This design comes from an exercise in tuning for small area, a short achievable clock period and few clock cycles on the open sky130 flow, not from production work.
The RTL was checked by simulation tests, not by an equivalence proof against the original design.
Power figures rest on the tool's default switching activity, not on a simulated workload.

==> design.v <==
`timescale 1ns/100ps
`default_nettype none
package dur_pkg;
	typedef logic [3:0] rate_code_t;
	typedef logic [3:0] rate_idx_t;
	typedef logic [15:0] dur_t;         
	typedef logic [11:0] frame_len_t;   
	typedef logic [7:0]  resp_len_t;    
	typedef enum logic {
		dur_bcast  = 1'b0,
		dur_single = 1'b1
	} dur_kind_t;
	localparam int NUM_RATES      = 12;
	localparam int FIRST_OFDM_IDX = 4;
	localparam int OFDM_PREAMBLE_US = 16;
	localparam int OFDM_SIGNAL_US   = 4;
	localparam int OFDM_SYMBOL_US   = 4;
	localparam int SIGNAL_EXT_US    = 6;
	localparam int SERVICE_BITS     = 16;
	localparam int TAIL_BITS        = 6;
	localparam int CCK_LONG_PLCP_US  = 192;
	localparam int CCK_SHORT_PLCP_US = 96;
	localparam int INV_FRAC_BITS = 8;  
	function automatic rate_idx_t rate_code_to_index(input rate_code_t code);
		rate_idx_t idx;
		if (code[3]) begin
			idx = rate_idx_t'(code[1:0]);  
		end else begin
			case (code[2:0])
				3'd0: idx = 4'd10;  
				3'd1: idx = 4'd8;   
				3'd2: idx = 4'd6;   
				3'd3: idx = 4'd4;   
				3'd4: idx = 4'd11;  
				3'd5: idx = 4'd9;   
				3'd6: idx = 4'd7;   
				default: idx = 4'd5;  
			endcase
		end
		rate_code_to_index = idx;
	endfunction
endpackage
`default_nettype wire
`timescale 1ns/100ps
`default_nettype none
module basic_rate_sel (
	input  dur_pkg::rate_idx_t            data_idx,
	input  wire logic [dur_pkg::NUM_RATES-1:0] basic_rate_set,
	output dur_pkg::rate_idx_t                 resp_idx
);
	dur_pkg::rate_idx_t floor_idx;
	assign floor_idx = (data_idx < dur_pkg::rate_idx_t'(dur_pkg::FIRST_OFDM_IDX)) ?
		dur_pkg::rate_idx_t'(0) : dur_pkg::rate_idx_t'(dur_pkg::FIRST_OFDM_IDX);
	always_comb begin
		resp_idx = floor_idx;
		for (int i = 0; i < dur_pkg::NUM_RATES; i++) begin
			if (basic_rate_set[i] && dur_pkg::rate_idx_t'(i) >= floor_idx &&
				dur_pkg::rate_idx_t'(i) <= data_idx)
				resp_idx = dur_pkg::rate_idx_t'(i);  
		end
	end
endmodule
`default_nettype wire
`timescale 1ns/100ps
`timescale 1ns/100ps
`default_nettype none
module frame_airtime (
	input  wire logic [18:3] nb,
	input  wire logic [15:0] w,
	input  wire logic [23:0] k,
	output logic [23:0] a
);
	logic p3_0;
	logic p3_1;
	logic p3_2;
	logic p3_3;
	logic p3_4;
	logic p3_5;
	logic p3_6;
	logic p3_7;
	logic p3_8;
	logic p3_9;
	logic p3_10;
	logic p3_11;
	logic p3_12;
	logic p3_13;
	logic p3_14;
	logic p3_15;
	logic p4_0;
	logic p4_1;
	logic p4_2;
	logic p4_3;
	logic p4_4;
	logic p4_5;
	logic p4_6;
	logic p4_7;
	logic p4_8;
	logic p4_9;
	logic p4_10;
	logic p4_11;
	logic p4_12;
	logic p4_13;
	logic p4_14;
	logic p4_15;
	logic p5_0;
	logic p5_1;
	logic p5_2;
	logic p5_3;
	logic p5_4;
	logic p5_5;
	logic p5_6;
	logic p5_7;
	logic p5_8;
	logic p5_9;
	logic p5_10;
	logic p5_11;
	logic p5_12;
	logic p5_13;
	logic p5_14;
	logic p5_15;
	logic p6_0;
	logic p6_1;
	logic p6_2;
	logic p6_3;
	logic p6_4;
	logic p6_5;
	logic p6_6;
	logic p6_7;
	logic p6_8;
	logic p6_9;
	logic p6_10;
	logic p6_11;
	logic p6_12;
	logic p6_13;
	logic p6_14;
	logic p6_15;
	logic p7_0;
	logic p7_1;
	logic p7_2;
	logic p7_3;
	logic p7_4;
	logic p7_5;
	logic p7_6;
	logic p7_7;
	logic p7_8;
	logic p7_9;
	logic p7_10;
	logic p7_11;
	logic p7_12;
	logic p7_13;
	logic p7_14;
	logic p7_15;
	logic p8_0;
	logic p8_1;
	logic p8_2;
	logic p8_3;
	logic p8_4;
	logic p8_5;
	logic p8_6;
	logic p8_7;
	logic p8_8;
	logic p8_9;
	logic p8_10;
	logic p8_11;
	logic p8_12;
	logic p8_13;
	logic p8_14;
	logic p8_15;
	logic p9_0;
	logic p9_1;
	logic p9_2;
	logic p9_3;
	logic p9_4;
	logic p9_5;
	logic p9_6;
	logic p9_7;
	logic p9_8;
	logic p9_9;
	logic p9_10;
	logic p9_11;
	logic p9_12;
	logic p9_13;
	logic p9_14;
	logic p10_0;
	logic p10_1;
	logic p10_2;
	logic p10_3;
	logic p10_4;
	logic p10_5;
	logic p10_6;
	logic p10_7;
	logic p10_8;
	logic p10_9;
	logic p10_10;
	logic p10_11;
	logic p10_12;
	logic p10_13;
	logic p11_0;
	logic p11_1;
	logic p11_2;
	logic p11_3;
	logic p11_4;
	logic p11_5;
	logic p11_6;
	logic p11_7;
	logic p11_8;
	logic p11_9;
	logic p11_10;
	logic p11_11;
	logic p11_12;
	logic p12_0;
	logic p12_1;
	logic p12_2;
	logic p12_3;
	logic p12_4;
	logic p12_5;
	logic p12_6;
	logic p12_7;
	logic p12_8;
	logic p12_9;
	logic p12_10;
	logic p12_11;
	logic p13_0;
	logic p13_1;
	logic p13_2;
	logic p13_3;
	logic p13_4;
	logic p13_5;
	logic p13_6;
	logic p13_7;
	logic p13_8;
	logic p13_9;
	logic p13_10;
	logic p14_0;
	logic p14_1;
	logic p14_2;
	logic p14_3;
	logic p14_4;
	logic p14_5;
	logic p14_6;
	logic p14_7;
	logic p14_8;
	logic p14_9;
	logic p15_0;
	logic p15_1;
	logic p15_2;
	logic p15_3;
	logic p15_4;
	logic p15_5;
	logic p15_6;
	logic p15_7;
	logic p15_8;
	logic p16_0;
	logic p16_1;
	logic p16_2;
	logic p16_3;
	logic p16_4;
	logic p16_5;
	logic p16_6;
	logic p16_7;
	logic p17_0;
	logic p17_1;
	logic p17_2;
	logic p17_3;
	logic p17_4;
	logic p17_5;
	logic p17_6;
	logic p18_0;
	logic p18_1;
	logic p18_2;
	logic p18_3;
	logic p18_4;
	logic p18_5;
	logic kn0;
	logic kn1;
	logic kn2;
	logic kn3;
	logic kn4;
	logic kn5;
	logic kn6;
	logic kn7;
	logic kn8;
	logic kn9;
	logic kn10;
	logic kn11;
	logic kn12;
	logic kn13;
	logic kn14;
	logic kn15;
	logic kn16;
	logic kn17;
	logic kn18;
	logic kn19;
	logic kn20;
	logic kn21;
	logic kn22;
	logic kn23;
	logic s1;
	logic c1;
	logic s2;
	logic c2;
	logic s3;
	logic c3;
	logic s4;
	logic c4;
	logic s5;
	logic c5;
	logic s6;
	logic c6;
	logic s7;
	logic c7;
	logic s8;
	logic c8;
	logic s9;
	logic c9;
	logic s10;
	logic c10;
	logic s11;
	logic c11;
	logic s12;
	logic c12;
	logic s13;
	logic c13;
	logic s14;
	logic c14;
	logic s15;
	logic c15;
	logic s16;
	logic c16;
	logic s17;
	logic c17;
	logic s18;
	logic c18;
	logic s19;
	logic c19;
	logic s20;
	logic c20;
	logic s21;
	logic c21;
	logic s22;
	logic c22;
	logic s23;
	logic c23;
	logic s24;
	logic c24;
	logic s25;
	logic c25;
	logic s26;
	logic c26;
	logic s27;
	logic c27;
	logic s28;
	logic c28;
	logic s29;
	logic c29;
	logic s30;
	logic c30;
	logic s31;
	logic c31;
	logic s32;
	logic c32;
	logic s33;
	logic c33;
	logic s34;
	logic c34;
	logic s35;
	logic c35;
	logic s36;
	logic c36;
	logic s37;
	logic c37;
	logic s38;
	logic c38;
	logic s39;
	logic c39;
	logic s40;
	logic c40;
	logic s41;
	logic c41;
	logic s42;
	logic c42;
	logic s43;
	logic c43;
	logic s44;
	logic c44;
	logic s45;
	logic c45;
	logic s46;
	logic c46;
	logic s47;
	logic c47;
	logic s48;
	logic c48;
	logic s49;
	logic c49;
	logic s50;
	logic c50;
	logic s51;
	logic c51;
	logic s52;
	logic c52;
	logic s53;
	logic c53;
	logic s54;
	logic c54;
	logic s55;
	logic c55;
	logic s56;
	logic c56;
	logic s57;
	logic c57;
	logic s58;
	logic c58;
	logic s59;
	logic c59;
	logic s60;
	logic c60;
	logic s61;
	logic c61;
	logic s62;
	logic c62;
	logic s63;
	logic c63;
	logic s64;
	logic c64;
	logic s65;
	logic c65;
	logic s66;
	logic c66;
	logic s67;
	logic c67;
	logic s68;
	logic c68;
	logic s69;
	logic c69;
	logic s70;
	logic c70;
	logic s71;
	logic c71;
	logic s72;
	logic c72;
	logic s73;
	logic c73;
	logic s74;
	logic c74;
	logic s75;
	logic c75;
	logic s76;
	logic c76;
	logic s77;
	logic c77;
	logic s78;
	logic c78;
	logic s79;
	logic c79;
	logic s80;
	logic c80;
	logic s81;
	logic c81;
	logic s82;
	logic c82;
	logic s83;
	logic c83;
	logic s84;
	logic c84;
	logic s85;
	logic c85;
	logic s86;
	logic c86;
	logic s87;
	logic c87;
	logic s88;
	logic c88;
	logic s89;
	logic c89;
	logic s90;
	logic c90;
	logic s91;
	logic c91;
	logic s92;
	logic c92;
	logic s93;
	logic c93;
	logic s94;
	logic c94;
	logic s95;
	logic c95;
	logic s96;
	logic c96;
	logic s97;
	logic c97;
	logic s98;
	logic c98;
	logic s99;
	logic c99;
	logic s100;
	logic c100;
	logic s101;
	logic c101;
	logic s102;
	logic c102;
	logic s103;
	logic c103;
	logic s104;
	logic c104;
	logic s105;
	logic c105;
	logic s106;
	logic c106;
	logic s107;
	logic c107;
	logic s108;
	logic c108;
	logic s109;
	logic c109;
	logic s110;
	logic c110;
	logic s111;
	logic c111;
	logic s112;
	logic c112;
	logic s113;
	logic c113;
	logic s114;
	logic c114;
	logic s115;
	logic c115;
	logic s116;
	logic c116;
	logic s117;
	logic c117;
	logic s118;
	logic c118;
	logic s119;
	logic c119;
	logic s120;
	logic c120;
	logic s121;
	logic c121;
	logic s122;
	logic c122;
	logic s123;
	logic c123;
	logic s124;
	logic c124;
	logic s125;
	logic c125;
	logic s126;
	logic c126;
	logic s127;
	logic c127;
	logic s128;
	logic c128;
	logic s129;
	logic c129;
	logic s130;
	logic c130;
	logic s131;
	logic c131;
	logic s132;
	logic c132;
	logic s133;
	logic c133;
	logic s134;
	logic c134;
	logic s135;
	logic c135;
	logic s136;
	logic c136;
	logic s137;
	logic c137;
	logic s138;
	logic c138;
	logic s139;
	logic c139;
	logic s140;
	logic c140;
	logic s141;
	logic c141;
	logic s142;
	logic c142;
	logic s143;
	logic c143;
	logic s144;
	logic c144;
	logic s145;
	logic c145;
	logic s146;
	logic c146;
	logic s147;
	logic c147;
	logic s148;
	logic c148;
	logic s149;
	logic c149;
	logic s150;
	logic c150;
	logic s151;
	logic c151;
	logic s152;
	logic c152;
	logic s153;
	logic c153;
	logic s154;
	logic c154;
	logic s155;
	logic c155;
	logic s156;
	logic c156;
	logic s157;
	logic c157;
	logic s158;
	logic c158;
	logic s159;
	logic c159;
	logic s160;
	logic c160;
	logic s161;
	logic c161;
	logic s162;
	logic c162;
	logic s163;
	logic c163;
	logic s164;
	logic c164;
	logic s165;
	logic c165;
	logic s166;
	logic c166;
	logic s167;
	logic c167;
	logic s168;
	logic c168;
	logic s169;
	logic c169;
	logic s170;
	logic c170;
	logic s171;
	logic c171;
	logic s172;
	logic c172;
	logic s173;
	logic c173;
	logic s174;
	logic c174;
	logic s175;
	logic c175;
	logic s176;
	logic c176;
	logic s177;
	logic c177;
	logic s178;
	logic c178;
	logic s179;
	logic c179;
	logic s180;
	logic c180;
	logic s181;
	logic c181;
	logic s182;
	logic c182;
	logic s183;
	logic c183;
	logic s184;
	logic c184;
	logic s185;
	logic c185;
	assign p3_0 = ~(nb[3] & w[0]);
	assign p3_1 = ~(nb[3] & w[1]);
	assign p3_2 = ~(nb[3] & w[2]);
	assign p3_3 = ~(nb[3] & w[3]);
	assign p3_4 = ~(nb[3] & w[4]);
	assign p3_5 = ~(nb[3] & w[5]);
	assign p3_6 = ~(nb[3] & w[6]);
	assign p3_7 = ~(nb[3] & w[7]);
	assign p3_8 = ~(nb[3] & w[8]);
	assign p3_9 = ~(nb[3] & w[9]);
	assign p3_10 = ~(nb[3] & w[10]);
	assign p3_11 = ~(nb[3] & w[11]);
	assign p3_12 = ~(nb[3] & w[12]);
	assign p3_13 = ~(nb[3] & w[13]);
	assign p3_14 = ~(nb[3] & w[14]);
	assign p3_15 = ~(nb[3] & w[15]);
	assign p4_0 = ~(nb[4] & w[0]);
	assign p4_1 = ~(nb[4] & w[1]);
	assign p4_2 = ~(nb[4] & w[2]);
	assign p4_3 = ~(nb[4] & w[3]);
	assign p4_4 = ~(nb[4] & w[4]);
	assign p4_5 = ~(nb[4] & w[5]);
	assign p4_6 = ~(nb[4] & w[6]);
	assign p4_7 = ~(nb[4] & w[7]);
	assign p4_8 = ~(nb[4] & w[8]);
	assign p4_9 = ~(nb[4] & w[9]);
	assign p4_10 = ~(nb[4] & w[10]);
	assign p4_11 = ~(nb[4] & w[11]);
	assign p4_12 = ~(nb[4] & w[12]);
	assign p4_13 = ~(nb[4] & w[13]);
	assign p4_14 = ~(nb[4] & w[14]);
	assign p4_15 = ~(nb[4] & w[15]);
	assign p5_0 = ~(nb[5] & w[0]);
	assign p5_1 = ~(nb[5] & w[1]);
	assign p5_2 = ~(nb[5] & w[2]);
	assign p5_3 = ~(nb[5] & w[3]);
	assign p5_4 = ~(nb[5] & w[4]);
	assign p5_5 = ~(nb[5] & w[5]);
	assign p5_6 = ~(nb[5] & w[6]);
	assign p5_7 = ~(nb[5] & w[7]);
	assign p5_8 = ~(nb[5] & w[8]);
	assign p5_9 = ~(nb[5] & w[9]);
	assign p5_10 = ~(nb[5] & w[10]);
	assign p5_11 = ~(nb[5] & w[11]);
	assign p5_12 = ~(nb[5] & w[12]);
	assign p5_13 = ~(nb[5] & w[13]);
	assign p5_14 = ~(nb[5] & w[14]);
	assign p5_15 = ~(nb[5] & w[15]);
	assign p6_0 = ~(nb[6] & w[0]);
	assign p6_1 = ~(nb[6] & w[1]);
	assign p6_2 = ~(nb[6] & w[2]);
	assign p6_3 = ~(nb[6] & w[3]);
	assign p6_4 = ~(nb[6] & w[4]);
	assign p6_5 = ~(nb[6] & w[5]);
	assign p6_6 = ~(nb[6] & w[6]);
	assign p6_7 = ~(nb[6] & w[7]);
	assign p6_8 = ~(nb[6] & w[8]);
	assign p6_9 = ~(nb[6] & w[9]);
	assign p6_10 = ~(nb[6] & w[10]);
	assign p6_11 = ~(nb[6] & w[11]);
	assign p6_12 = ~(nb[6] & w[12]);
	assign p6_13 = ~(nb[6] & w[13]);
	assign p6_14 = ~(nb[6] & w[14]);
	assign p6_15 = ~(nb[6] & w[15]);
	assign p7_0 = ~(nb[7] & w[0]);
	assign p7_1 = ~(nb[7] & w[1]);
	assign p7_2 = ~(nb[7] & w[2]);
	assign p7_3 = ~(nb[7] & w[3]);
	assign p7_4 = ~(nb[7] & w[4]);
	assign p7_5 = ~(nb[7] & w[5]);
	assign p7_6 = ~(nb[7] & w[6]);
	assign p7_7 = ~(nb[7] & w[7]);
	assign p7_8 = ~(nb[7] & w[8]);
	assign p7_9 = ~(nb[7] & w[9]);
	assign p7_10 = ~(nb[7] & w[10]);
	assign p7_11 = ~(nb[7] & w[11]);
	assign p7_12 = ~(nb[7] & w[12]);
	assign p7_13 = ~(nb[7] & w[13]);
	assign p7_14 = ~(nb[7] & w[14]);
	assign p7_15 = ~(nb[7] & w[15]);
	assign p8_0 = ~(nb[8] & w[0]);
	assign p8_1 = ~(nb[8] & w[1]);
	assign p8_2 = ~(nb[8] & w[2]);
	assign p8_3 = ~(nb[8] & w[3]);
	assign p8_4 = ~(nb[8] & w[4]);
	assign p8_5 = ~(nb[8] & w[5]);
	assign p8_6 = ~(nb[8] & w[6]);
	assign p8_7 = ~(nb[8] & w[7]);
	assign p8_8 = ~(nb[8] & w[8]);
	assign p8_9 = ~(nb[8] & w[9]);
	assign p8_10 = ~(nb[8] & w[10]);
	assign p8_11 = ~(nb[8] & w[11]);
	assign p8_12 = ~(nb[8] & w[12]);
	assign p8_13 = ~(nb[8] & w[13]);
	assign p8_14 = ~(nb[8] & w[14]);
	assign p8_15 = ~(nb[8] & w[15]);
	assign p9_0 = ~(nb[9] & w[0]);
	assign p9_1 = ~(nb[9] & w[1]);
	assign p9_2 = ~(nb[9] & w[2]);
	assign p9_3 = ~(nb[9] & w[3]);
	assign p9_4 = ~(nb[9] & w[4]);
	assign p9_5 = ~(nb[9] & w[5]);
	assign p9_6 = ~(nb[9] & w[6]);
	assign p9_7 = ~(nb[9] & w[7]);
	assign p9_8 = ~(nb[9] & w[8]);
	assign p9_9 = ~(nb[9] & w[9]);
	assign p9_10 = ~(nb[9] & w[10]);
	assign p9_11 = ~(nb[9] & w[11]);
	assign p9_12 = ~(nb[9] & w[12]);
	assign p9_13 = ~(nb[9] & w[13]);
	assign p9_14 = ~(nb[9] & w[14]);
	assign p10_0 = ~(nb[10] & w[0]);
	assign p10_1 = ~(nb[10] & w[1]);
	assign p10_2 = ~(nb[10] & w[2]);
	assign p10_3 = ~(nb[10] & w[3]);
	assign p10_4 = ~(nb[10] & w[4]);
	assign p10_5 = ~(nb[10] & w[5]);
	assign p10_6 = ~(nb[10] & w[6]);
	assign p10_7 = ~(nb[10] & w[7]);
	assign p10_8 = ~(nb[10] & w[8]);
	assign p10_9 = ~(nb[10] & w[9]);
	assign p10_10 = ~(nb[10] & w[10]);
	assign p10_11 = ~(nb[10] & w[11]);
	assign p10_12 = ~(nb[10] & w[12]);
	assign p10_13 = ~(nb[10] & w[13]);
	assign p11_0 = ~(nb[11] & w[0]);
	assign p11_1 = ~(nb[11] & w[1]);
	assign p11_2 = ~(nb[11] & w[2]);
	assign p11_3 = ~(nb[11] & w[3]);
	assign p11_4 = ~(nb[11] & w[4]);
	assign p11_5 = ~(nb[11] & w[5]);
	assign p11_6 = ~(nb[11] & w[6]);
	assign p11_7 = ~(nb[11] & w[7]);
	assign p11_8 = ~(nb[11] & w[8]);
	assign p11_9 = ~(nb[11] & w[9]);
	assign p11_10 = ~(nb[11] & w[10]);
	assign p11_11 = ~(nb[11] & w[11]);
	assign p11_12 = ~(nb[11] & w[12]);
	assign p12_0 = ~(nb[12] & w[0]);
	assign p12_1 = ~(nb[12] & w[1]);
	assign p12_2 = ~(nb[12] & w[2]);
	assign p12_3 = ~(nb[12] & w[3]);
	assign p12_4 = ~(nb[12] & w[4]);
	assign p12_5 = ~(nb[12] & w[5]);
	assign p12_6 = ~(nb[12] & w[6]);
	assign p12_7 = ~(nb[12] & w[7]);
	assign p12_8 = ~(nb[12] & w[8]);
	assign p12_9 = ~(nb[12] & w[9]);
	assign p12_10 = ~(nb[12] & w[10]);
	assign p12_11 = ~(nb[12] & w[11]);
	assign p13_0 = ~(nb[13] & w[0]);
	assign p13_1 = ~(nb[13] & w[1]);
	assign p13_2 = ~(nb[13] & w[2]);
	assign p13_3 = ~(nb[13] & w[3]);
	assign p13_4 = ~(nb[13] & w[4]);
	assign p13_5 = ~(nb[13] & w[5]);
	assign p13_6 = ~(nb[13] & w[6]);
	assign p13_7 = ~(nb[13] & w[7]);
	assign p13_8 = ~(nb[13] & w[8]);
	assign p13_9 = ~(nb[13] & w[9]);
	assign p13_10 = ~(nb[13] & w[10]);
	assign p14_0 = ~(nb[14] & w[0]);
	assign p14_1 = ~(nb[14] & w[1]);
	assign p14_2 = ~(nb[14] & w[2]);
	assign p14_3 = ~(nb[14] & w[3]);
	assign p14_4 = ~(nb[14] & w[4]);
	assign p14_5 = ~(nb[14] & w[5]);
	assign p14_6 = ~(nb[14] & w[6]);
	assign p14_7 = ~(nb[14] & w[7]);
	assign p14_8 = ~(nb[14] & w[8]);
	assign p14_9 = ~(nb[14] & w[9]);
	assign p15_0 = ~(nb[15] & w[0]);
	assign p15_1 = ~(nb[15] & w[1]);
	assign p15_2 = ~(nb[15] & w[2]);
	assign p15_3 = ~(nb[15] & w[3]);
	assign p15_4 = ~(nb[15] & w[4]);
	assign p15_5 = ~(nb[15] & w[5]);
	assign p15_6 = ~(nb[15] & w[6]);
	assign p15_7 = ~(nb[15] & w[7]);
	assign p15_8 = ~(nb[15] & w[8]);
	assign p16_0 = ~(nb[16] & w[0]);
	assign p16_1 = ~(nb[16] & w[1]);
	assign p16_2 = ~(nb[16] & w[2]);
	assign p16_3 = ~(nb[16] & w[3]);
	assign p16_4 = ~(nb[16] & w[4]);
	assign p16_5 = ~(nb[16] & w[5]);
	assign p16_6 = ~(nb[16] & w[6]);
	assign p16_7 = ~(nb[16] & w[7]);
	assign p17_0 = ~(nb[17] & w[0]);
	assign p17_1 = ~(nb[17] & w[1]);
	assign p17_2 = ~(nb[17] & w[2]);
	assign p17_3 = ~(nb[17] & w[3]);
	assign p17_4 = ~(nb[17] & w[4]);
	assign p17_5 = ~(nb[17] & w[5]);
	assign p17_6 = ~(nb[17] & w[6]);
	assign p18_0 = ~(nb[18] & w[0]);
	assign p18_1 = ~(nb[18] & w[1]);
	assign p18_2 = ~(nb[18] & w[2]);
	assign p18_3 = ~(nb[18] & w[3]);
	assign p18_4 = ~(nb[18] & w[4]);
	assign p18_5 = ~(nb[18] & w[5]);
	assign kn0 = ~k[0];
	assign kn1 = ~k[1];
	assign kn2 = ~k[2];
	assign kn3 = ~k[3];
	assign kn4 = ~k[4];
	assign kn5 = ~k[5];
	assign kn6 = ~k[6];
	assign kn7 = ~k[7];
	assign kn8 = ~k[8];
	assign kn9 = ~k[9];
	assign kn10 = ~k[10];
	assign kn11 = ~k[11];
	assign kn12 = ~k[12];
	assign kn13 = ~k[13];
	assign kn14 = ~k[14];
	assign kn15 = ~k[15];
	assign kn16 = ~k[16];
	assign kn17 = ~k[17];
	assign kn18 = ~k[18];
	assign kn19 = ~k[19];
	assign kn20 = ~k[20];
	assign kn21 = ~k[21];
	assign kn22 = ~k[22];
	assign kn23 = ~k[23];
	assign s1 = ~(kn15 ^ p3_12);
	assign c1 = kn15 | p3_12;
	assign s2 = kn16 ^ p3_13 ^ p4_12;
	assign c2 = (kn16 & p3_13) | (kn16 & p4_12) | (p3_13 & p4_12);
	assign s3 = ~(p5_11 ^ p6_10);
	assign c3 = p5_11 | p6_10;
	assign s4 = kn17 ^ p3_14 ^ p4_13;
	assign c4 = (kn17 & p3_14) | (kn17 & p4_13) | (p3_14 & p4_13);
	assign s5 = p5_12 ^ p6_11 ^ p7_10;
	assign c5 = (p5_12 & p6_11) | (p5_12 & p7_10) | (p6_11 & p7_10);
	assign s6 = ~(p8_9 ^ p9_8);
	assign c6 = p8_9 | p9_8;
	assign s7 = kn18 ^ p3_15 ^ p4_14;
	assign c7 = (kn18 & p3_15) | (kn18 & p4_14) | (p3_15 & p4_14);
	assign s8 = p5_13 ^ p6_12 ^ p7_11;
	assign c8 = (p5_13 & p6_12) | (p5_13 & p7_11) | (p6_12 & p7_11);
	assign s9 = p8_10 ^ p9_9 ^ p10_8;
	assign c9 = (p8_10 & p9_9) | (p8_10 & p10_8) | (p9_9 & p10_8);
	assign s10 = ~(p11_7 ^ p12_6);
	assign c10 = p11_7 | p12_6;
	assign s11 = kn19 ^ p4_15 ^ p5_14;
	assign c11 = (kn19 & p4_15) | (kn19 & p5_14) | (p4_15 & p5_14);
	assign s12 = p6_13 ^ p7_12 ^ p8_11;
	assign c12 = (p6_13 & p7_12) | (p6_13 & p8_11) | (p7_12 & p8_11);
	assign s13 = p9_10 ^ p10_9 ^ p11_8;
	assign c13 = (p9_10 & p10_9) | (p9_10 & p11_8) | (p10_9 & p11_8);
	assign s14 = ~(p12_7 ^ p13_6);
	assign c14 = p12_7 | p13_6;
	assign s15 = kn20 ^ p5_15 ^ p6_14;
	assign c15 = (kn20 & p5_15) | (kn20 & p6_14) | (p5_15 & p6_14);
	assign s16 = p7_13 ^ p8_12 ^ p9_11;
	assign c16 = (p7_13 & p8_12) | (p7_13 & p9_11) | (p8_12 & p9_11);
	assign s17 = p10_10 ^ p11_9 ^ p12_8;
	assign c17 = (p10_10 & p11_9) | (p10_10 & p12_8) | (p11_9 & p12_8);
	assign s18 = kn21 ^ p6_15 ^ p7_14;
	assign c18 = (kn21 & p6_15) | (kn21 & p7_14) | (p6_15 & p7_14);
	assign s19 = p8_13 ^ p9_12 ^ p10_11;
	assign c19 = (p8_13 & p9_12) | (p8_13 & p10_11) | (p9_12 & p10_11);
	assign s20 = kn22 ^ p7_15 ^ p8_14;
	assign c20 = (kn22 & p7_15) | (kn22 & p8_14) | (p7_15 & p8_14);
	assign s21 = ~(kn11 ^ p3_8);
	assign c21 = kn11 | p3_8;
	assign s22 = kn12 ^ p3_9 ^ p4_8;
	assign c22 = (kn12 & p3_9) | (kn12 & p4_8) | (p3_9 & p4_8);
	assign s23 = ~(p5_7 ^ p6_6);
	assign c23 = p5_7 | p6_6;
	assign s24 = kn13 ^ p3_10 ^ p4_9;
	assign c24 = (kn13 & p3_10) | (kn13 & p4_9) | (p3_10 & p4_9);
	assign s25 = p5_8 ^ p6_7 ^ p7_6;
	assign c25 = (p5_8 & p6_7) | (p5_8 & p7_6) | (p6_7 & p7_6);
	assign s26 = ~(p8_5 ^ p9_4);
	assign c26 = p8_5 | p9_4;
	assign s27 = kn14 ^ p3_11 ^ p4_10;
	assign c27 = (kn14 & p3_11) | (kn14 & p4_10) | (p3_11 & p4_10);
	assign s28 = p5_9 ^ p6_8 ^ p7_7;
	assign c28 = (p5_9 & p6_8) | (p5_9 & p7_7) | (p6_8 & p7_7);
	assign s29 = p8_6 ^ p9_5 ^ p10_4;
	assign c29 = (p8_6 & p9_5) | (p8_6 & p10_4) | (p9_5 & p10_4);
	assign s30 = ~(p11_3 ^ p12_2);
	assign c30 = p11_3 | p12_2;
	assign s31 = p4_11 ^ p5_10 ^ p6_9;
	assign c31 = (p4_11 & p5_10) | (p4_11 & p6_9) | (p5_10 & p6_9);
	assign s32 = p7_8 ^ p8_7 ^ p9_6;
	assign c32 = (p7_8 & p8_7) | (p7_8 & p9_6) | (p8_7 & p9_6);
	assign s33 = p10_5 ^ p11_4 ^ p12_3;
	assign c33 = (p10_5 & p11_4) | (p10_5 & p12_3) | (p11_4 & p12_3);
	assign s34 = p13_2 ^ p14_1 ^ p15_0;
	assign c34 = (p13_2 & p14_1) | (p13_2 & p15_0) | (p14_1 & p15_0);
	assign s35 = p7_9 ^ p8_8 ^ p9_7;
	assign c35 = (p7_9 & p8_8) | (p7_9 & p9_7) | (p8_8 & p9_7);
	assign s36 = p10_6 ^ p11_5 ^ p12_4;
	assign c36 = (p10_6 & p11_5) | (p10_6 & p12_4) | (p11_5 & p12_4);
	assign s37 = p13_3 ^ p14_2 ^ p15_1;
	assign c37 = (p13_3 & p14_2) | (p13_3 & p15_1) | (p14_2 & p15_1);
	assign s38 = p16_0 ^ c1 ^ s2;
	assign c38 = (p16_0 & c1) | (p16_0 & s2) | (c1 & s2);
	assign s39 = p10_7 ^ p11_6 ^ p12_5;
	assign c39 = (p10_7 & p11_6) | (p10_7 & p12_5) | (p11_6 & p12_5);
	assign s40 = p13_4 ^ p14_3 ^ p15_2;
	assign c40 = (p13_4 & p14_3) | (p13_4 & p15_2) | (p14_3 & p15_2);
	assign s41 = p16_1 ^ p17_0 ^ c2;
	assign c41 = (p16_1 & p17_0) | (p16_1 & c2) | (p17_0 & c2);
	assign s42 = c3 ^ s4 ^ s5;
	assign c42 = (c3 & s4) | (c3 & s5) | (s4 & s5);
	assign s43 = p13_5 ^ p14_4 ^ p15_3;
	assign c43 = (p13_5 & p14_4) | (p13_5 & p15_3) | (p14_4 & p15_3);
	assign s44 = p16_2 ^ p17_1 ^ p18_0;
	assign c44 = (p16_2 & p17_1) | (p16_2 & p18_0) | (p17_1 & p18_0);
	assign s45 = c4 ^ c5 ^ c6;
	assign c45 = (c4 & c5) | (c4 & c6) | (c5 & c6);
	assign s46 = s7 ^ s8 ^ s9;
	assign c46 = (s7 & s8) | (s7 & s9) | (s8 & s9);
	assign s47 = p14_5 ^ p15_4 ^ p16_3;
	assign c47 = (p14_5 & p15_4) | (p14_5 & p16_3) | (p15_4 & p16_3);
	assign s48 = p17_2 ^ p18_1 ^ c7;
	assign c48 = (p17_2 & p18_1) | (p17_2 & c7) | (p18_1 & c7);
	assign s49 = c8 ^ c9 ^ c10;
	assign c49 = (c8 & c9) | (c8 & c10) | (c9 & c10);
	assign s50 = s11 ^ s12 ^ s13;
	assign c50 = (s11 & s12) | (s11 & s13) | (s12 & s13);
	assign s51 = p13_7 ^ p14_6 ^ p15_5;
	assign c51 = (p13_7 & p14_6) | (p13_7 & p15_5) | (p14_6 & p15_5);
	assign s52 = p16_4 ^ p17_3 ^ p18_2;
	assign c52 = (p16_4 & p17_3) | (p16_4 & p18_2) | (p17_3 & p18_2);
	assign s53 = c11 ^ c12 ^ c13;
	assign c53 = (c11 & c12) | (c11 & c13) | (c12 & c13);
	assign s54 = c14 ^ s15 ^ s16;
	assign c54 = (c14 & s15) | (c14 & s16) | (s15 & s16);
	assign s55 = p11_10 ^ p12_9 ^ p13_8;
	assign c55 = (p11_10 & p12_9) | (p11_10 & p13_8) | (p12_9 & p13_8);
	assign s56 = p14_7 ^ p15_6 ^ p16_5;
	assign c56 = (p14_7 & p15_6) | (p14_7 & p16_5) | (p15_6 & p16_5);
	assign s57 = p17_4 ^ p18_3 ^ c15;
	assign c57 = (p17_4 & p18_3) | (p17_4 & c15) | (p18_3 & c15);
	assign s58 = c16 ^ c17 ^ s18;
	assign c58 = (c16 & c17) | (c16 & s18) | (c17 & s18);
	assign s59 = p9_13 ^ p10_12 ^ p11_11;
	assign c59 = (p9_13 & p10_12) | (p9_13 & p11_11) | (p10_12 & p11_11);
	assign s60 = p12_10 ^ p13_9 ^ p14_8;
	assign c60 = (p12_10 & p13_9) | (p12_10 & p14_8) | (p13_9 & p14_8);
	assign s61 = p15_7 ^ p16_6 ^ p17_5;
	assign c61 = (p15_7 & p16_6) | (p15_7 & p17_5) | (p16_6 & p17_5);
	assign s62 = p18_4 ^ c18 ^ c19;
	assign c62 = (p18_4 & c18) | (p18_4 & c19) | (c18 & c19);
	assign s63 = kn23 ^ p8_15 ^ p9_14;
	assign c63 = (kn23 & p8_15) | (kn23 & p9_14) | (p8_15 & p9_14);
	assign s64 = p10_13 ^ p11_12 ^ p12_11;
	assign c64 = (p10_13 & p11_12) | (p10_13 & p12_11) | (p11_12 & p12_11);
	assign s65 = p13_10 ^ p14_9 ^ p15_8;
	assign c65 = (p13_10 & p14_9) | (p13_10 & p15_8) | (p14_9 & p15_8);
	assign s66 = p16_7 ^ p17_6 ^ p18_5;
	assign c66 = (p16_7 & p17_6) | (p16_7 & p18_5) | (p17_6 & p18_5);
	assign s67 = ~(kn8 ^ p3_5);
	assign c67 = kn8 | p3_5;
	assign s68 = kn9 ^ p3_6 ^ p4_5;
	assign c68 = (kn9 & p3_6) | (kn9 & p4_5) | (p3_6 & p4_5);
	assign s69 = ~(p5_4 ^ p6_3);
	assign c69 = p5_4 | p6_3;
	assign s70 = kn10 ^ p3_7 ^ p4_6;
	assign c70 = (kn10 & p3_7) | (kn10 & p4_6) | (p3_7 & p4_6);
	assign s71 = p5_5 ^ p6_4 ^ p7_3;
	assign c71 = (p5_5 & p6_4) | (p5_5 & p7_3) | (p6_4 & p7_3);
	assign s72 = ~(p8_2 ^ p9_1);
	assign c72 = p8_2 | p9_1;
	assign s73 = p4_7 ^ p5_6 ^ p6_5;
	assign c73 = (p4_7 & p5_6) | (p4_7 & p6_5) | (p5_6 & p6_5);
	assign s74 = p7_4 ^ p8_3 ^ p9_2;
	assign c74 = (p7_4 & p8_3) | (p7_4 & p9_2) | (p8_3 & p9_2);
	assign s75 = p10_1 ^ p11_0 ^ s21;
	assign c75 = (p10_1 & p11_0) | (p10_1 & s21) | (p11_0 & s21);
	assign s76 = p7_5 ^ p8_4 ^ p9_3;
	assign c76 = (p7_5 & p8_4) | (p7_5 & p9_3) | (p8_4 & p9_3);
	assign s77 = p10_2 ^ p11_1 ^ p12_0;
	assign c77 = (p10_2 & p11_1) | (p10_2 & p12_0) | (p11_1 & p12_0);
	assign s78 = c21 ^ s22 ^ s23;
	assign c78 = (c21 & s22) | (c21 & s23) | (s22 & s23);
	assign s79 = p10_3 ^ p11_2 ^ p12_1;
	assign c79 = (p10_3 & p11_2) | (p10_3 & p12_1) | (p11_2 & p12_1);
	assign s80 = p13_0 ^ c22 ^ c23;
	assign c80 = (p13_0 & c22) | (p13_0 & c23) | (c22 & c23);
	assign s81 = s24 ^ s25 ^ s26;
	assign c81 = (s24 & s25) | (s24 & s26) | (s25 & s26);
	assign s82 = p13_1 ^ p14_0 ^ c24;
	assign c82 = (p13_1 & p14_0) | (p13_1 & c24) | (p14_0 & c24);
	assign s83 = c25 ^ c26 ^ s27;
	assign c83 = (c25 & c26) | (c25 & s27) | (c26 & s27);
	assign s84 = s28 ^ s29 ^ s30;
	assign c84 = (s28 & s29) | (s28 & s30) | (s29 & s30);
	assign s85 = c27 ^ c28 ^ c29;
	assign c85 = (c27 & c28) | (c27 & c29) | (c28 & c29);
	assign s86 = c30 ^ s31 ^ s32;
	assign c86 = (c30 & s31) | (c30 & s32) | (s31 & s32);
	assign s87 = s33 ^ s34 ^ s1;
	assign c87 = (s33 & s34) | (s33 & s1) | (s34 & s1);
	assign s88 = c31 ^ c32 ^ c33;
	assign c88 = (c31 & c32) | (c31 & c33) | (c32 & c33);
	assign s89 = c34 ^ s35 ^ s36;
	assign c89 = (c34 & s35) | (c34 & s36) | (s35 & s36);
	assign s90 = s37 ^ s3 ^ s38;
	assign c90 = (s37 & s3) | (s37 & s38) | (s3 & s38);
	assign s91 = c35 ^ c36 ^ c37;
	assign c91 = (c35 & c36) | (c35 & c37) | (c36 & c37);
	assign s92 = s39 ^ s40 ^ s6;
	assign c92 = (s39 & s40) | (s39 & s6) | (s40 & s6);
	assign s93 = c38 ^ s41 ^ s42;
	assign c93 = (c38 & s41) | (c38 & s42) | (s41 & s42);
	assign s94 = c39 ^ c40 ^ s43;
	assign c94 = (c39 & c40) | (c39 & s43) | (c40 & s43);
	assign s95 = s44 ^ s10 ^ c41;
	assign c95 = (s44 & s10) | (s44 & c41) | (s10 & c41);
	assign s96 = c42 ^ s45 ^ s46;
	assign c96 = (c42 & s45) | (c42 & s46) | (s45 & s46);
	assign s97 = c43 ^ c44 ^ s47;
	assign c97 = (c43 & c44) | (c43 & s47) | (c44 & s47);
	assign s98 = s14 ^ c45 ^ c46;
	assign c98 = (s14 & c45) | (s14 & c46) | (c45 & c46);
	assign s99 = s48 ^ s49 ^ s50;
	assign c99 = (s48 & s49) | (s48 & s50) | (s49 & s50);
	assign s100 = c47 ^ s51 ^ s52;
	assign c100 = (c47 & s51) | (c47 & s52) | (s51 & s52);
	assign s101 = s17 ^ c48 ^ c49;
	assign c101 = (s17 & c48) | (s17 & c49) | (c48 & c49);
	assign s102 = c50 ^ s53 ^ s54;
	assign c102 = (c50 & s53) | (c50 & s54) | (s53 & s54);
	assign s103 = c51 ^ c52 ^ s55;
	assign c103 = (c51 & c52) | (c51 & s55) | (c52 & s55);
	assign s104 = s56 ^ s19 ^ c53;
	assign c104 = (s56 & s19) | (s56 & c53) | (s19 & c53);
	assign s105 = c54 ^ s57 ^ s58;
	assign c105 = (c54 & s57) | (c54 & s58) | (s57 & s58);
	assign s106 = c55 ^ c56 ^ s59;
	assign c106 = (c55 & c56) | (c55 & s59) | (c56 & s59);
	assign s107 = s60 ^ s61 ^ s20;
	assign c107 = (s60 & s61) | (s60 & s20) | (s61 & s20);
	assign s108 = c57 ^ c58 ^ s62;
	assign c108 = (c57 & c58) | (c57 & s62) | (c58 & s62);
	assign s109 = c59 ^ c60 ^ c61;
	assign c109 = (c59 & c60) | (c59 & c61) | (c60 & c61);
	assign s110 = s63 ^ s64 ^ s65;
	assign c110 = (s63 & s64) | (s63 & s65) | (s64 & s65);
	assign s111 = s66 ^ c20 ^ c62;
	assign c111 = (s66 & c20) | (s66 & c62) | (c20 & c62);
	assign s112 = ~(kn6 ^ p3_3);
	assign c112 = kn6 | p3_3;
	assign s113 = kn7 ^ p3_4 ^ p4_3;
	assign c113 = (kn7 & p3_4) | (kn7 & p4_3) | (p3_4 & p4_3);
	assign s114 = ~(p5_2 ^ p6_1);
	assign c114 = p5_2 | p6_1;
	assign s115 = p4_4 ^ p5_3 ^ p6_2;
	assign c115 = (p4_4 & p5_3) | (p4_4 & p6_2) | (p5_3 & p6_2);
	assign s116 = p7_1 ^ p8_0 ^ s67;
	assign c116 = (p7_1 & p8_0) | (p7_1 & s67) | (p8_0 & s67);
	assign s117 = p7_2 ^ p8_1 ^ p9_0;
	assign c117 = (p7_2 & p8_1) | (p7_2 & p9_0) | (p8_1 & p9_0);
	assign s118 = c67 ^ s68 ^ s69;
	assign c118 = (c67 & s68) | (c67 & s69) | (s68 & s69);
	assign s119 = p10_0 ^ c68 ^ c69;
	assign c119 = (p10_0 & c68) | (p10_0 & c69) | (c68 & c69);
	assign s120 = s70 ^ s71 ^ s72;
	assign c120 = (s70 & s71) | (s70 & s72) | (s71 & s72);
	assign s121 = c70 ^ c71 ^ c72;
	assign c121 = (c70 & c71) | (c70 & c72) | (c71 & c72);
	assign s122 = s73 ^ s74 ^ s75;
	assign c122 = (s73 & s74) | (s73 & s75) | (s74 & s75);
	assign s123 = c73 ^ c74 ^ s76;
	assign c123 = (c73 & c74) | (c73 & s76) | (c74 & s76);
	assign s124 = s77 ^ c75 ^ s78;
	assign c124 = (s77 & c75) | (s77 & s78) | (c75 & s78);
	assign s125 = c76 ^ c77 ^ s79;
	assign c125 = (c76 & c77) | (c76 & s79) | (c77 & s79);
	assign s126 = c78 ^ s80 ^ s81;
	assign c126 = (c78 & s80) | (c78 & s81) | (s80 & s81);
	assign s127 = c79 ^ c80 ^ c81;
	assign c127 = (c79 & c80) | (c79 & c81) | (c80 & c81);
	assign s128 = s82 ^ s83 ^ s84;
	assign c128 = (s82 & s83) | (s82 & s84) | (s83 & s84);
	assign s129 = c82 ^ c83 ^ c84;
	assign c129 = (c82 & c83) | (c82 & c84) | (c83 & c84);
	assign s130 = s85 ^ s86 ^ s87;
	assign c130 = (s85 & s86) | (s85 & s87) | (s86 & s87);
	assign s131 = c85 ^ c86 ^ c87;
	assign c131 = (c85 & c86) | (c85 & c87) | (c86 & c87);
	assign s132 = s88 ^ s89 ^ s90;
	assign c132 = (s88 & s89) | (s88 & s90) | (s89 & s90);
	assign s133 = c88 ^ c89 ^ s91;
	assign c133 = (c88 & c89) | (c88 & s91) | (c89 & s91);
	assign s134 = s92 ^ c90 ^ s93;
	assign c134 = (s92 & c90) | (s92 & s93) | (c90 & s93);
	assign s135 = c91 ^ c92 ^ s94;
	assign c135 = (c91 & c92) | (c91 & s94) | (c92 & s94);
	assign s136 = c93 ^ s95 ^ s96;
	assign c136 = (c93 & s95) | (c93 & s96) | (s95 & s96);
	assign s137 = c94 ^ s97 ^ c95;
	assign c137 = (c94 & s97) | (c94 & c95) | (s97 & c95);
	assign s138 = c96 ^ s98 ^ s99;
	assign c138 = (c96 & s98) | (c96 & s99) | (s98 & s99);
	assign s139 = c97 ^ s100 ^ c98;
	assign c139 = (c97 & s100) | (c97 & c98) | (s100 & c98);
	assign s140 = c99 ^ s101 ^ s102;
	assign c140 = (c99 & s101) | (c99 & s102) | (s101 & s102);
	assign s141 = c100 ^ s103 ^ c101;
	assign c141 = (c100 & s103) | (c100 & c101) | (s103 & c101);
	assign s142 = c102 ^ s104 ^ s105;
	assign c142 = (c102 & s104) | (c102 & s105) | (s104 & s105);
	assign s143 = c103 ^ s106 ^ s107;
	assign c143 = (c103 & s106) | (c103 & s107) | (s106 & s107);
	assign s144 = c104 ^ c105 ^ s108;
	assign c144 = (c104 & c105) | (c104 & s108) | (c105 & s108);
	assign s145 = c106 ^ c107 ^ s109;
	assign c145 = (c106 & c107) | (c106 & s109) | (c107 & s109);
	assign s146 = s110 ^ c108 ^ s111;
	assign c146 = (s110 & c108) | (s110 & s111) | (c108 & s111);
	assign s147 = ~(kn5 ^ p3_2);
	assign c147 = kn5 | p3_2;
	assign s148 = p4_2 ^ p5_1 ^ p6_0;
	assign c148 = (p4_2 & p5_1) | (p4_2 & p6_0) | (p5_1 & p6_0);
	assign s149 = p7_0 ^ c112 ^ s113;
	assign c149 = (p7_0 & c112) | (p7_0 & s113) | (c112 & s113);
	assign s150 = c113 ^ c114 ^ s115;
	assign c150 = (c113 & c114) | (c113 & s115) | (c114 & s115);
	assign s151 = c115 ^ s117 ^ c116;
	assign c151 = (c115 & s117) | (c115 & c116) | (s117 & c116);
	assign s152 = c117 ^ c118 ^ s119;
	assign c152 = (c117 & c118) | (c117 & s119) | (c118 & s119);
	assign s153 = c119 ^ c120 ^ s121;
	assign c153 = (c119 & c120) | (c119 & s121) | (c120 & s121);
	assign s154 = c121 ^ s123 ^ c122;
	assign c154 = (c121 & s123) | (c121 & c122) | (s123 & c122);
	assign s155 = c123 ^ s125 ^ c124;
	assign c155 = (c123 & s125) | (c123 & c124) | (s125 & c124);
	assign s156 = c125 ^ c126 ^ s127;
	assign c156 = (c125 & c126) | (c125 & s127) | (c126 & s127);
	assign s157 = c127 ^ c128 ^ s129;
	assign c157 = (c127 & c128) | (c127 & s129) | (c128 & s129);
	assign s158 = c129 ^ c130 ^ s131;
	assign c158 = (c129 & c130) | (c129 & s131) | (c130 & s131);
	assign s159 = c131 ^ s133 ^ c132;
	assign c159 = (c131 & s133) | (c131 & c132) | (s133 & c132);
	assign s160 = c133 ^ s135 ^ c134;
	assign c160 = (c133 & s135) | (c133 & c134) | (s135 & c134);
	assign s161 = c135 ^ c136 ^ s137;
	assign c161 = (c135 & c136) | (c135 & s137) | (c136 & s137);
	assign s162 = c137 ^ c138 ^ s139;
	assign c162 = (c137 & c138) | (c137 & s139) | (c138 & s139);
	assign s163 = c139 ^ c140 ^ s141;
	assign c163 = (c139 & c140) | (c139 & s141) | (c140 & s141);
	assign s164 = s143 ^ c141 ^ c142;
	assign c164 = (s143 & c141) | (s143 & c142) | (c141 & c142);
	assign s165 = c143 ^ s145 ^ c144;
	assign c165 = (c143 & s145) | (c143 & c144) | (s145 & c144);
	assign s166 = ~(kn4 ^ p3_1);
	assign c166 = kn4 | p3_1;
	assign s167 = p4_1 ^ p5_0 ^ s147;
	assign c167 = (p4_1 & p5_0) | (p4_1 & s147) | (p5_0 & s147);
	assign s168 = c147 ^ s148 ^ s112;
	assign c168 = (c147 & s148) | (c147 & s112) | (s148 & s112);
	assign s169 = c148 ^ s114 ^ s149;
	assign c169 = (c148 & s114) | (c148 & s149) | (s114 & s149);
	assign s170 = c149 ^ s150 ^ s116;
	assign c170 = (c149 & s150) | (c149 & s116) | (s150 & s116);
	assign s171 = c150 ^ s118 ^ s151;
	assign c171 = (c150 & s118) | (c150 & s151) | (s118 & s151);
	assign s172 = s120 ^ c151 ^ s152;
	assign c172 = (s120 & c151) | (s120 & s152) | (c151 & s152);
	assign s173 = c152 ^ s153 ^ s122;
	assign c173 = (c152 & s153) | (c152 & s122) | (s153 & s122);
	assign s174 = c153 ^ s124 ^ s154;
	assign c174 = (c153 & s124) | (c153 & s154) | (s124 & s154);
	assign s175 = s126 ^ c154 ^ s155;
	assign c175 = (s126 & c154) | (s126 & s155) | (c154 & s155);
	assign s176 = s128 ^ c155 ^ s156;
	assign c176 = (s128 & c155) | (s128 & s156) | (c155 & s156);
	assign s177 = s130 ^ c156 ^ s157;
	assign c177 = (s130 & c156) | (s130 & s157) | (c156 & s157);
	assign s178 = c157 ^ s158 ^ s132;
	assign c178 = (c157 & s158) | (c157 & s132) | (s158 & s132);
	assign s179 = c158 ^ s134 ^ s159;
	assign c179 = (c158 & s134) | (c158 & s159) | (s134 & s159);
	assign s180 = s136 ^ c159 ^ s160;
	assign c180 = (s136 & c159) | (s136 & s160) | (c159 & s160);
	assign s181 = s138 ^ c160 ^ s161;
	assign c181 = (s138 & c160) | (s138 & s161) | (c160 & s161);
	assign s182 = s140 ^ c161 ^ s162;
	assign c182 = (s140 & c161) | (s140 & s162) | (c161 & s162);
	assign s183 = s142 ^ c162 ^ s163;
	assign c183 = (s142 & c162) | (s142 & s163) | (c162 & s163);
	assign s184 = s144 ^ c163 ^ s164;
	assign c184 = (s144 & c163) | (s144 & s164) | (c163 & s164);
	assign s185 = s146 ^ c164 ^ s165;
	assign c185 = (s146 & c164) | (s146 & s165) | (c164 & s165);
	logic [23:0] rn0, rn1;
	assign rn0 = {c184, c183, c182, c181, c180, c179, c178, c177, c176, c175, c174, c173, c172, c171, c170, c169, c168, c167, c166, s166, kn3, kn2, kn1, kn0};
	assign rn1 = {s185, s184, s183, s182, s181, s180, s179, s178, s177, s176, s175, s174, s173, s172, s171, s170, s169, s168, s167, p4_0, p3_0, 1'b1, 1'b1, 1'b1};
	assign a = ~rn0 + ~rn1;
endmodule
`default_nettype wire
`timescale 1ns/100ps
`timescale 1ns/100ps
`default_nettype none
module tx_duration #(
	parameter int INV_W = 16
) (
	input  wire logic                 clk,
	input  wire logic                 arst_n,
	input  wire logic                 start,
	input  dur_pkg::dur_kind_t            dur_kind,
	input  dur_pkg::rate_code_t           data_rate,
	input  dur_pkg::resp_len_t            resp_len,
	input  dur_pkg::frame_len_t           next_len,
	input  wire logic                 long_pre,
	input  wire logic [dur_pkg::NUM_RATES-1:0] basic_rate_set,
	input  dur_pkg::dur_t                 sifs,
	output logic                      tab_en,
	output dur_pkg::rate_idx_t                 tab_addr,
	input  wire logic [INV_W-1:0]     tab_data,
	output logic                      dur_valid,
	output dur_pkg::dur_t                      dur,
	output dur_pkg::rate_idx_t                 resp_rate
);
	dur_pkg::rate_idx_t data_idx;
	dur_pkg::rate_idx_t resp_idx;
	logic s_rd;    
	logic s_d1;    
	logic s_f2;    
	logic ofdm_q;
	logic idle;
	logic has_resp, has_next, both, go;
	logic is_ofdm;
	dur_pkg::frame_len_t nxt_len;
	logic [15:0] nbits;
	logic [18:3] nb_q;
	logic [1:0] shamt;
	logic [15:0] lomask;
	logic [23:0] kadd, prod;
	dur_pkg::dur_t acc, cst, part, pre, sum;
	assign data_idx = dur_pkg::rate_code_to_index(data_rate);
	basic_rate_sel sel0 (
		.data_idx(data_idx), .basic_rate_set(basic_rate_set), .resp_idx(resp_idx)
	);
	assign has_resp = |resp_len;
	assign has_next = |next_len;
	assign both     = has_resp & has_next;
	assign idle     = ~(s_rd | s_d1);
	assign go       = idle & start & (dur_kind == dur_pkg::dur_single) & (has_resp | has_next);
	assign is_ofdm  = ~data_rate[3];
	always_ff @(posedge clk or negedge arst_n) begin
		if (!arst_n) begin
			s_rd      <= 1'b0;
			s_d1      <= 1'b0;
			s_f2      <= 1'b0;
			tab_en    <= 1'b0;
			dur_valid <= 1'b0;
		end else begin
			s_rd      <= go;
			s_d1      <= s_rd & both;
			s_f2      <= s_d1;
			tab_en    <= go | (s_rd & both);
			dur_valid <= (idle & start & ~go) | (s_rd & ~both) | s_d1;
		end
	end
	assign nxt_len  = s_d1 | ~has_next ? dur_pkg::frame_len_t'(resp_len) : next_len;
	assign nbits    = {1'b0, nxt_len, 3'b000} + (is_ofdm ? 16'd22 : 16'd0);
	assign cst      = is_ofdm ? 16'd26 : (long_pre ? 16'd192 : 16'd96);
	assign part     = cst + sifs;
	assign pre      = both ? part + {part[14:0], 1'b0} : part;
	always_ff @(posedge clk) begin
		if (s_rd | s_d1)
			nb_q <= 16'((19'(nbits) << {is_ofdm, s_d1}) >> 3);
		else
			nb_q <= '0;
		if (s_d1)
			acc <= sum;
		else if (s_rd)
			acc <= pre;
		else
			acc <= '0;
		if (s_rd)
			ofdm_q <= is_ofdm;
	end
	assign shamt  = {ofdm_q, s_f2};
	assign lomask = ~(16'hffff << shamt);
	assign kadd   = {acc & ~lomask, 8'h00} | (24'hff << shamt);
	frame_airtime air0 (
		.nb(nb_q), .w(tab_data), .k(kadd), .a(prod)
	);
	assign sum = (prod[23:8] & ~lomask) | (acc & lomask);
	assign dur = sum;
	always_ff @(posedge clk) begin
		if (idle)
			tab_addr <= (dur_kind == dur_pkg::dur_bcast) ? dur_pkg::rate_idx_t'(0) :
				(has_next ? data_idx : resp_idx);
		else
			tab_addr <= resp_idx;
	end
	assign resp_rate = tab_addr;
endmodule
`default_nettype wire
==> run.sh <==
#!/bin/bash
# synth_recipe.tcl (not shown) runs the flow's synth.tcl, then flattens the netlist and writes it again
# the make line also repeats each setting of config.mk as NAME=value (left out here)
make -C /OpenROAD-flow-scripts/flow DESIGN_CONFIG=/design/flow/config.mk WORK_HOME=/design/flow/orfs CLKGATE_MAP_FILE= SYNTH_SCRIPT=/design/flow/synth_recipe.tcl finish
==> config.mk <==
export PLATFORM = sky130hd
export DESIGN_NAME = tx_duration
export DESIGN_NICKNAME = tx_duration
export VERILOG_FILES = /design/flow/design.v
export SDC_FILE = /design/flow/constraint.sdc
export NUM_CORES = 4
export LEC_CHECK = 0
export CAP_MARGIN = 20
export CORE_MARGIN = 2
export CORE_UTILIZATION = 40
export SLEW_MARGIN = 20
==> constraint.sdc <==
create_clock -name core_clock -period 9.0 [get_ports {clk}]
set_input_delay 1.8000 -clock core_clock [delete_from_list [all_inputs] [get_ports {clk}]]
set_output_delay 1.8000 -clock core_clock [all_outputs]
set_load 0.01 [all_outputs]
==> flow_summary.json <==
{
  "design_area_um2": 11300,
  "numCtsBuffers": 5,
  "synth-edff-count": 1,
  "cp.arrival_ps": 7040,
  "drive_gt1_frac": 0.109,
  "drtIter0Drc": 351,
  "avgRoutedWirePerCell_um": 16.9,
  "cp.required_ps": 7200,
  "final_cell_mix": "inv_1, fa_1, and2_1",
  "status": "timing/DRC/antenna clean",
  "syn2layout_area_growth_pct": 21.3,
  "fp.dieArea_um2": 24500,
  "overflow": 0,
  "viasPerCell": 5.09,
  "antenna_found_initial": 0,
  "hold_viol": 0,
  "syn_area_um2": 9300,
  "htree_levels": 2,
  "crit_slowest_cell": "fa_1",
  "critPathKind": "input port to output port",
  "hpwl_um": 20600,
  "cp-end-kind": "output port",
  "finalNonFillerCells": 1489,
  "hp-class": "flop to flop",
  "vdd_ir_drop_max_mv": 0.232,
  "drc_errors": 0,
  "fmax_ghz": 0.113,
  "p_sw_frac": 0.462,
  "numPortBuffers": 96,
  "cp-start-kind": "input port",
  "fp.dieW_um": 156,
  "clock_sinks": 42,
  "grt_pass1_wl_um": 40800,
  "worst-path-max-fanout": 6,
  "start_util": 0.409,
  "die_h_um": 156,
  "synth_nets": 1359,
  "clockBufferDepth": 2,
  "place.gp.congestion": 0.890,
  "grt_pass1_vias": 7944,
  "yosys_warnings": 2,
  "p_comb_frac": 0.869,
  "avgSynthCellArea_um2": 8.67,
  "switchingPower_mw": 1.63,
  "skew_ps": 5.19,
  "postSynth.asyncResetShare": 0.119,
  "final_common_cell": "inv_1",
  "path_clk_slew_ps": 70,
  "wirelength_um": 25100,
  "syn_inst": 1072,
  "finalSetupViolations": 0,
  "synth_cell_types": 69,
  "yosys_register_bits": 42,
  "power_mw": 3.53,
  "timing.final.crit_period_ps": 8840,
  "fin_ws_ps": 161,
  "synth_flop_cell": "dfxtp_1",
  "worstMarginPinSlew_ps": 816,
  "core-area_um2": 22700,
  "fin_crit_sh": 0.982,
  "max_stage_delay_ps": 550,
  "antenna_left": 0,
  "pre_cts_ws_ps": -574,
  "ys_seq_area_frac": 0.0942,
  "clock_latency_ps": 290,
  "cts_tree": "yes",
  "grt_max_degree": 50,
  "fill_cells": 2220,
  "track_usage": 0.213,
  "crit_chain": "clkdlybuf4s50_1 > buf_4 > and2_1 > fa_1 > inv_1 > fa_1 > inv_1 > fa_1 > inv_1 > fa_1 > inv_1 > fa_1 > ha_2 > or3_1 > a311o_2 > buf_6 > a41o_1 > xnor2_2 > buf_2",
  "rsz0062_at_grt": "no",
  "place_area_um2": 10900,
  "cts_root_buf": "clkbuf_16",
  "hold_buffers": 0,
  "p_leak_nw": 5.38,
  "n_antenna_cell": 0,
  "drv_cap": 0,
  "first_pass_iters": 4,
  "p_int_mw": 1.90,
  "fp-row-count": 55,
  "slew_headroom": 0.454,
  "via_count": 7576,
  "maxSlewViolCount": 0,
  "p_per_area_nw_per_um2": 313,
  "num-nets-final": 1490,
  "seqPwrFrac": 0.074,
  "cpMostUsedCell": "fa_1",
  "pwr-share-clk": 0.057,
  "ioPinCount": 99,
  "placedCellCount": 1476
}
==> cell families (layout without fill, tap and decap cells) <==
group / after synthesis / count (layout) / share of synthesized area
XOR/XNOR: 70 / 70 / 0.0660
AO/OA/AOI/OAI: 145 / 145 / 0.105
flip-flops: 42 / 42 / 0.0942
buffers and inverters: 203 / 335 / 0.0849
other: 1 / 1 / 0.000403
AND/OR/NAND/NOR: 380 / 380 / 0.216
multiplexers: 17 / 17 / 0.0187
adder cells (fa/ha/maj): 214 / 214 / 0.416
==> per-stage QoR <==
step	hold WS, ps	util	TNS [ps]
2_1_floorplan	457	-	0
3_3_place_gp	604	0.482	-1990
3_5_place_dp	614	0.482	-2100
4_1_cts	630	0.491	-131
5_1_grt	695	0.496	0
6_report	628	0.496	0
==> synthesized netlist by cell type (5+ instances only) <==
| library cell | n | area share |
|---|---|---|
| a21oi_1 | 40 | 0.022 |
| nand2_1 | 111 | 0.045 |
| and2_1 | 146 | 0.098 |
| nor2_1 | 44 | 0.018 |
| or3_1 | 9 | 0.0061 |
| nor2b_1 | 5 | 0.0034 |
| a31oi_1 | 8 | 0.0054 |
| clkbuf_1 | 30 | 0.012 |
| o21ai_0 | 32 | 0.017 |
| a21o_1 | 8 | 0.0065 |
| fa_1 | 158 | 0.34 |
| a211oi_1 | 11 | 0.0089 |
| nand2b_1 | 6 | 0.0040 |
| xor2_1 | 20 | 0.019 |
| ha_1 | 56 | 0.075 |
| mux2i_1 | 14 | 0.015 |
| xnor2_1 | 50 | 0.047 |
| and3_1 | 5 | 0.0034 |
| dfrtp_1 | 5 | 0.013 |
| nand3_1 | 14 | 0.0075 |
| a22o_1 | 5 | 0.0047 |
| buf_4 | 6 | 0.0048 |
| inv_1 | 161 | 0.065 |
| dfxtp_1 | 36 | 0.078 |
| nor3_1 | 16 | 0.0086 |
==> registers in the layout (all words and copies together) (netlist names) <==
register   flops
acc           16
dur_valid      1
nb_q          16
ofdm_q         1
s_d1           1
s_f2           1
s_rd           1
tab_addr       4
tab_en         1
==> power by group through the flow <==
stage | registers (mW) | clock network (mW) | logic [mW]
floorplan | 0.240 | 0 | 1.44
global placement | 0.265 | 0 | 2.92
detailed placement | 0.265 | 0 | 2.93
CTS | 0.261 | 0.208 | 2.99
global route | 0.266 | 0.216 | 3.36
finish | 0.261 | 0.203 | 3.07
==> worst max-delay path: cells and delay by family <==
kind                     cells  cell delay (ps)
AO/OA/AOI/OAI                2              650
XOR/XNOR                     1              210
adder cells (fa/ha/maj)      6             2670
buffers and inverters        8             1180
AND/OR/NAND/NOR              2              520
==> worst paths after layout <==
kind | end | slack [ps] | start | cells past startpoint
max reg2reg | acc[14] | 3110 | nb_q[7] | 22
min in group asynchronous | tab_en | 1730 | arst_n | 1
min reg2reg | acc[2] | 630 | acc[2] | 3
max | dur[15] | 160 | tab_data[4] | 19
max in group asynchronous | s_d1 | 7070 | arst_n | 1
min | acc[2] | 630 | acc[2] | 3
==> layout make-up <==
| cell class | instances | area [um2] | area share |
|---|---|---|---|
| inverter | 161 | 604 | 0.0536 |
| timing repair buffer | 166 | 1520 | 0.135 |
| tap | 285 | 357 | 0.0316 |
| clock buffer | 6 | 150 | 0.0133 |
| clock inverter | 2 | 18.8 | 0.00166 |
| sequential | 42 | 877 | 0.0778 |
| multi-input combinational | 827 | 7750 | 0.687 |
==> per-layer routing <==
layer	vias up	global-route usage	routed length, um
met5	-	0	0
met4	0	0.0459	362
met3	20	0.0186	1140
met2	176	0.371	12200
met1	3732	0.290	11300
li1	3648	-	-
==> repair_timing <==
action	in CTS	in global routing
pin swaps	2	25
buffers inserted	2	2
gates cloned	0	1
setup endpoints to repair	7	10
resized for setup	24	41
Testbench counts, summed over its fixed seeds: cycles 5,403.

==> port drivers added, routing unchanged <==
How much do the figures lean on ideal ports? The routed layout below was timed once more, with nothing changed but the port constraints. Step 1 sets driving cells, clkbuf_16 on the clock port and buf_2 on the other inputs (assumed; they add their load-dependent delay and slew). Step 2 also shifts input and output timing later by t, the mid clock arrival at the registers, as if the neighbouring blocks saw the same clock. a / b / c = ideal ports / drivers / drivers and shift; a / b = the first two.
t (ns): 0.328
slack for setup (ns): 0.161 / 0.136 / 0.136
latest minus earliest clock arrival (ns): 0.005 / 0.005
After both steps setup and hold are still met in this run. For this run, drivers alone change the setup slack by -0.025 ns; drivers and shift together by -0.025 ns.
